This design comes from an exercise in tuning for small area, a short achievable clock period and few clock cycles on the open sky130 flow, not from production work. In this exercise RTL edits were held to simulation tests only and were not proved equivalent to the original.

==> flow/design.v (excerpt) <==
module prbs_corr_top (
    input  logic                       clk,
    input  logic                       rst_n,
    input  logic signed [12-1:0] adc_i_i,
    input  logic signed [12-1:0] adc_q_i,
    input  logic                       adc_valid_i,
    output logic                       adc_ready_o,
    input  logic                       cfg_enable_i,
    input  logic                       cfg_mode_i,
    input  logic [24-1:0]     cfg_threshold_i,
    output logic signed [24-1:0] corr_i_o,
    output logic signed [24-1:0] corr_q_o,
    output logic [7-1:0]    corr_bin_o,
    output logic                       corr_valid_o,
    output logic                       corr_last_o,
    output logic [24-1:0]     det_mag_o,
    output logic [7-1:0]    det_bin_o,
    output logic                       det_valid_o,
    output logic [16-1:0] det_count_o
);
==> module sample_capture, before the edit <==
module sample_capture (
    input  logic        clk,
    input  logic        rst_n,
    input  logic [11:0] adc_i_i,
    input  logic [11:0] adc_q_i,
    input  logic        adc_valid_i,
    input  logic        cfg_enable_i,
    input  logic        cfg_mode_i,
    output logic        adc_ready_o,
    output logic [7*15-1:0]  bus_i_o,
    output logic [7*15-1:0]  bus_q_o,
    output logic        m7_o,
    output logic        wrap_pass_o,
    output logic        flush_o,
    output logic        first_add_o,
    output logic        tap_valid_o,
    output logic [6:0]  tap_bin_o,
    output logic        tap_last_o
);
    logic [4:0] fl_cnt_q, fl_cnt_d;
    logic       flush_q, flush_d;
    logic       cap_q, cap_d;
    logic       m7_q, m7_d;
    logic [6:0] n_q, n_d;
    logic [6:0] cnt_q, cnt_d;
    logic       addlast_q, addlast_d;
    logic       first_add_q;
    logic       out_q, out_d;
    logic [6:0] obin_q, obin_d;
    logic       ready_q, ready_d;
    logic [2:0] vcnt_q;
    logic       accept_r, last_r, flush_r, m7_r, wrap_r, first_add_r;
    logic       tap_valid_r, tap_last_r;
    logic [6:0] tap_bin_r;
    logic [6:0] lm1, lm1_d;
    logic       out_last;
    logic       accept;
    logic       first;
    logic       last;
    logic       smode;
    assign adc_ready_o = cfg_enable_i && ready_q;
    assign accept      = adc_valid_i && adc_ready_o;
    assign first       = accept && !cap_q;
    assign lm1         = m7_q ? 7'd126 : 7'd30;
    assign last        = accept && cap_q && (n_q == lm1);
    assign smode       = cap_q ? m7_q : cfg_mode_i;
    assign out_last    = out_q && (obin_q == lm1);
    always_comb begin
        flush_d  = flush_q && (fl_cnt_q != 5'd15);
        fl_cnt_d = flush_q ? fl_cnt_q + 1'b1 : fl_cnt_q;
        cap_d    = first ? 1'b1 : (last ? 1'b0 : cap_q);
        m7_d     = first ? cfg_mode_i : m7_q;
        n_d      = first ? 7'd1 : (accept ? n_q + 1'b1 : n_q);
        cnt_d    = (accept || cnt_q == lm1) ? 7'd0 : cnt_q + 1'b1;
        addlast_d = last;
        if (addlast_q) begin
            out_d  = 1'b1;
            obin_d = 7'd0;
        end else begin
            out_d  = out_q && (obin_q != lm1);
            obin_d = out_q ? obin_q + 1'b1 : obin_q;
        end
        lm1_d   = m7_d ? 7'd126 : 7'd30;
        ready_d = (cap_d && cnt_d == 7'd0) ||
                  (!cap_d && !addlast_d && (!out_d || obin_d == lm1_d) &&
                   (!flush_d || fl_cnt_d == 5'd15));
    end
    always_ff @(posedge clk or negedge rst_n) begin
        if (!rst_n) begin
            fl_cnt_q    <= '0;
            flush_q     <= 1'b1;
            cap_q       <= 1'b0;
            m7_q        <= 1'b0;
            n_q         <= '0;
            cnt_q       <= '0;
            addlast_q   <= 1'b0;
            first_add_q <= 1'b0;
            out_q       <= 1'b0;
            obin_q      <= '0;
            ready_q     <= 1'b0;
            vcnt_q      <= '0;
            accept_r    <= 1'b0;
            last_r      <= 1'b0;
            flush_r     <= 1'b1;
            m7_r        <= 1'b0;
            wrap_r      <= 1'b0;
            first_add_r <= 1'b0;
            tap_valid_r <= 1'b0;
            tap_last_r  <= 1'b0;
            tap_bin_r   <= '0;
        end else begin
            fl_cnt_q    <= fl_cnt_d;
            flush_q     <= flush_d;
            cap_q       <= cap_d;
            m7_q        <= m7_d;
            n_q         <= n_d;
            cnt_q       <= cnt_d;
            addlast_q   <= addlast_d;
            first_add_q <= first;
            out_q       <= out_d;
            obin_q      <= obin_d;
            ready_q     <= ready_d;
            vcnt_q      <= last_r ? 3'd5 : (vcnt_q != 3'd0 ? vcnt_q - 1'b1 : 3'd0);
            accept_r    <= accept;
            last_r      <= last;
            flush_r     <= flush_q;
            m7_r        <= m7_q;
            wrap_r      <= cap_q || addlast_q;
            first_add_r <= first_add_q;
            tap_valid_r <= out_q;
            tap_last_r  <= out_last;
            tap_bin_r   <= obin_q;
        end
    end
    logic [11:0] ui_r, uq_r;
    always_ff @(posedge clk) begin
        ui_r <= {~adc_i_i[11], adc_i_i[10:0]};
        uq_r <= {~adc_q_i[11], adc_q_i[10:0]};
    end
    logic [11:0] ui, uq;
    assign ui = accept_r ? ui_r : 12'd0;
    assign uq = accept_r ? uq_r : 12'd0;
    logic        step;
    assign step  = accept_r || (vcnt_q != 3'd0);
    logic [11:0] p1i_q, p1q_q;
    logic [12:0] p2i_q, p2q_q;
    logic [13:0] p3i_q, p3q_q, p4i_q, p4q_q;
    logic [14:0] p5i_q, p5q_q;
    logic [11:0] w1i, w1q;
    logic [12:0] w2i, w2q;
    logic [13:0] w3i, w3q, w4i, w4q;
    logic [14:0] w5i, w5q, w6i, w6q;
    assign w1i = ui;
    assign w1q = uq;
    assign w2i = {1'b0, ui} + {1'b0, p1i_q};
    assign w2q = {1'b0, uq} + {1'b0, p1q_q};
    assign w3i = {2'b0, ui} + {1'b0, p2i_q};
    assign w3q = {2'b0, uq} + {1'b0, p2q_q};
    assign w4i = {2'b0, ui} + p3i_q;
    assign w4q = {2'b0, uq} + p3q_q;
    assign w5i = {3'b0, ui} + {1'b0, p4i_q};
    assign w5q = {3'b0, uq} + {1'b0, p4q_q};
    assign w6i = {3'b0, ui} + p5i_q;
    assign w6q = {3'b0, uq} + p5q_q;
    always_ff @(posedge clk) begin
        if (step) begin
            p1i_q <= w1i; p2i_q <= w2i; p3i_q <= w3i; p4i_q <= w4i; p5i_q <= w5i;
            p1q_q <= w1q; p2q_q <= w2q; p3q_q <= w3q; p4q_q <= w4q; p5q_q <= w5q;
        end else if (flush_r) begin
            p1i_q <= '0; p2i_q <= '0; p3i_q <= '0; p4i_q <= '0; p5i_q <= '0;
            p1q_q <= '0; p2q_q <= '0; p3q_q <= '0; p4q_q <= '0; p5q_q <= '0;
        end
    end
    logic [14:0] wzi [7], wzq [7];
    assign wzi[0] = '0;              assign wzq[0] = '0;
    assign wzi[1] = {3'b0, w1i};     assign wzq[1] = {3'b0, w1q};
    assign wzi[2] = {2'b0, w2i};     assign wzq[2] = {2'b0, w2q};
    assign wzi[3] = {1'b0, w3i};     assign wzq[3] = {1'b0, w3q};
    assign wzi[4] = {1'b0, w4i};     assign wzq[4] = {1'b0, w4q};
    assign wzi[5] = w5i;             assign wzq[5] = w5q;
    assign wzi[6] = w6i;             assign wzq[6] = w6q;
    logic [7*15-1:0] bus_i_q, bus_q_q;
    always_ff @(posedge clk) begin
        for (int k = 1; k <= 6; k++) begin
            bus_i_q[k*15 +: 15] <= step ? wzi[k] : 15'd0;
            bus_q_q[k*15 +: 15] <= step ? wzq[k] : 15'd0;
        end
    end
    assign bus_i_o = {bus_i_q[7*15-1:15], 15'd0};
    assign bus_q_o = {bus_q_q[7*15-1:15], 15'd0};
    assign m7_o        = m7_r;
    assign wrap_pass_o = wrap_r;
    assign flush_o     = flush_r;
    assign first_add_o = first_add_r;
    assign tap_valid_o = tap_valid_r;
    assign tap_bin_o   = tap_bin_r;
    assign tap_last_o  = tap_last_r;
endmodule
Settings: LEC_CHECK=0, CAP_MARGIN=20, CORE_MARGIN=2, CORE_UTILIZATION=60, CTS_CLUSTER_DIAMETER=150, CTS_CLUSTER_SIZE=24, PLACE_DENSITY=0.72, SETUP_SLACK_MARGIN=4.5, SLEW_MARGIN=20; clock period 8.0 ns.
run.sh (not shown) runs the stock make flow with config.mk's settings and CLKGATE_MAP_FILE= SYNTH_SCRIPT=/design/flow/synth_recipe.tcl, a recipe that flattens the netlist after the stock synthesis.
Testbench counts at the start, summed over its fixed seeds: cycles 6,954.
Change:
--- a/flow/design.v
+++ b/flow/design.v
@@ -27,15 +27,12 @@
     logic       addlast_q, addlast_d;
     logic       first_add_q;
     logic       out_q, out_d;
     logic [6:0] obin_q, obin_d;
     logic       ready_q, ready_d;
     logic [2:0] vcnt_q;
-    logic       accept_r, last_r, flush_r, m7_r, wrap_r, first_add_r;
-    logic       tap_valid_r, tap_last_r;
-    logic [6:0] tap_bin_r;
     logic [6:0] lm1, lm1_d;
     logic       out_last;
     logic       accept;
     logic       first;
     logic       last;
     logic       smode;
@@ -77,55 +74,32 @@
             addlast_q   <= 1'b0;
             first_add_q <= 1'b0;
             out_q       <= 1'b0;
             obin_q      <= '0;
             ready_q     <= 1'b0;
             vcnt_q      <= '0;
-            accept_r    <= 1'b0;
-            last_r      <= 1'b0;
-            flush_r     <= 1'b1;
-            m7_r        <= 1'b0;
-            wrap_r      <= 1'b0;
-            first_add_r <= 1'b0;
-            tap_valid_r <= 1'b0;
-            tap_last_r  <= 1'b0;
-            tap_bin_r   <= '0;
         end else begin
             fl_cnt_q    <= fl_cnt_d;
             flush_q     <= flush_d;
             cap_q       <= cap_d;
             m7_q        <= m7_d;
             n_q         <= n_d;
             cnt_q       <= cnt_d;
             addlast_q   <= addlast_d;
             first_add_q <= first;
             out_q       <= out_d;
             obin_q      <= obin_d;
             ready_q     <= ready_d;
-            vcnt_q      <= last_r ? 3'd5 : (vcnt_q != 3'd0 ? vcnt_q - 1'b1 : 3'd0);
-            accept_r    <= accept;
-            last_r      <= last;
-            flush_r     <= flush_q;
-            m7_r        <= m7_q;
-            wrap_r      <= cap_q || addlast_q;
-            first_add_r <= first_add_q;
-            tap_valid_r <= out_q;
-            tap_last_r  <= out_last;
-            tap_bin_r   <= obin_q;
+            vcnt_q      <= last ? 3'd5 : (vcnt_q != 3'd0 ? vcnt_q - 1'b1 : 3'd0);
         end
     end
-    logic [11:0] ui_r, uq_r;
-    always_ff @(posedge clk) begin
-        ui_r <= {~adc_i_i[11], adc_i_i[10:0]};
-        uq_r <= {~adc_q_i[11], adc_q_i[10:0]};
-    end
     logic [11:0] ui, uq;
-    assign ui = accept_r ? ui_r : 12'd0;
-    assign uq = accept_r ? uq_r : 12'd0;
+    assign ui = accept ? {~adc_i_i[11], adc_i_i[10:0]} : 12'd0;
+    assign uq = accept ? {~adc_q_i[11], adc_q_i[10:0]} : 12'd0;
     logic        step;
-    assign step  = accept_r || (vcnt_q != 3'd0);
+    assign step  = accept || (vcnt_q != 3'd0);
     logic [11:0] p1i_q, p1q_q;
     logic [12:0] p2i_q, p2q_q;
     logic [13:0] p3i_q, p3q_q, p4i_q, p4q_q;
     logic [14:0] p5i_q, p5q_q;
     logic [11:0] w1i, w1q;
     logic [12:0] w2i, w2q;
@@ -144,13 +118,13 @@
     assign w6i = {3'b0, ui} + p5i_q;
     assign w6q = {3'b0, uq} + p5q_q;
     always_ff @(posedge clk) begin
         if (step) begin
             p1i_q <= w1i; p2i_q <= w2i; p3i_q <= w3i; p4i_q <= w4i; p5i_q <= w5i;
             p1q_q <= w1q; p2q_q <= w2q; p3q_q <= w3q; p4q_q <= w4q; p5q_q <= w5q;
-        end else if (flush_r) begin
+        end else if (flush_q) begin
             p1i_q <= '0; p2i_q <= '0; p3i_q <= '0; p4i_q <= '0; p5i_q <= '0;
             p1q_q <= '0; p2q_q <= '0; p3q_q <= '0; p4q_q <= '0; p5q_q <= '0;
         end
     end
     logic [14:0] wzi [7], wzq [7];
     assign wzi[0] = '0;              assign wzq[0] = '0;
@@ -166,19 +140,19 @@
             bus_i_q[k*15 +: 15] <= step ? wzi[k] : 15'd0;
             bus_q_q[k*15 +: 15] <= step ? wzq[k] : 15'd0;
         end
     end
     assign bus_i_o = {bus_i_q[7*15-1:15], 15'd0};
     assign bus_q_o = {bus_q_q[7*15-1:15], 15'd0};
-    assign m7_o        = m7_r;
-    assign wrap_pass_o = wrap_r;
-    assign flush_o     = flush_r;
-    assign first_add_o = first_add_r;
-    assign tap_valid_o = tap_valid_r;
-    assign tap_bin_o   = tap_bin_r;
-    assign tap_last_o  = tap_last_r;
+    assign m7_o        = m7_q;
+    assign wrap_pass_o = cap_q || addlast_q;
+    assign flush_o     = flush_q;
+    assign first_add_o = first_add_q;
+    assign tap_valid_o = out_q;
+    assign tap_bin_o   = obin_q;
+    assign tap_last_o  = out_last;
 endmodule
 `timescale 1ns/1ps
 `timescale 1ns/1ps
 `timescale 1ns/1ps
 module corr_engine #(
     parameter int W = 18
Via count goes down by 0.79%.
Worst hold slack loses 0.011 ns.
Worst setup slack loses 0.031 ns.
Die area goes down by 0.37%.
Design area goes down by 0.36%.
Utilization goes up by 0.23 points.
Sequential cell count goes down by 38.
Wire length goes up by 1.5%.
Synthesized area goes down by 0.37%.
Global-route usage goes up by 0.47 points.
Final cell count goes down by 0.79%.
Testbench counts after the change, summed over its fixed seeds: cycles 6,948.

[port drivers added, routing unchanged]
How much do the figures lean on ideal ports? The routed layouts below were timed once more, with nothing changed but the port constraints.
Step 1 sets driving cells, clkbuf_16 on the clock port and buf_2 on the other inputs (assumed; they add their load-dependent delay and slew).
Step 2 adds t to the input delays and takes it off the output delays; t is the mean of the earliest and latest rising clock arrival at the registers after step 1. Input paths then give back, and output paths get back, about the clock's delay inside the block.
Slacks: no drivers / after step 1 / after step 2; pairs: no drivers / after step 1.
run	t, ns	setup slack, ns	clock arrival spread, ns	slew at the worst register clock pin (ns)	cell pins on the clock port's net
the first run	1.002	4.468 / 4.430 / 3.711	0.055 / 0.055	0.10 / 0.10	1
the second run	0.996	4.438 / 4.390 / 3.536	0.061 / 0.061	0.11 / 0.11	1
After both steps every run listed still meets setup and hold. For the second run, which loses most, drivers alone change the setup slack by -0.048 ns; drivers and shift together by -0.902 ns.
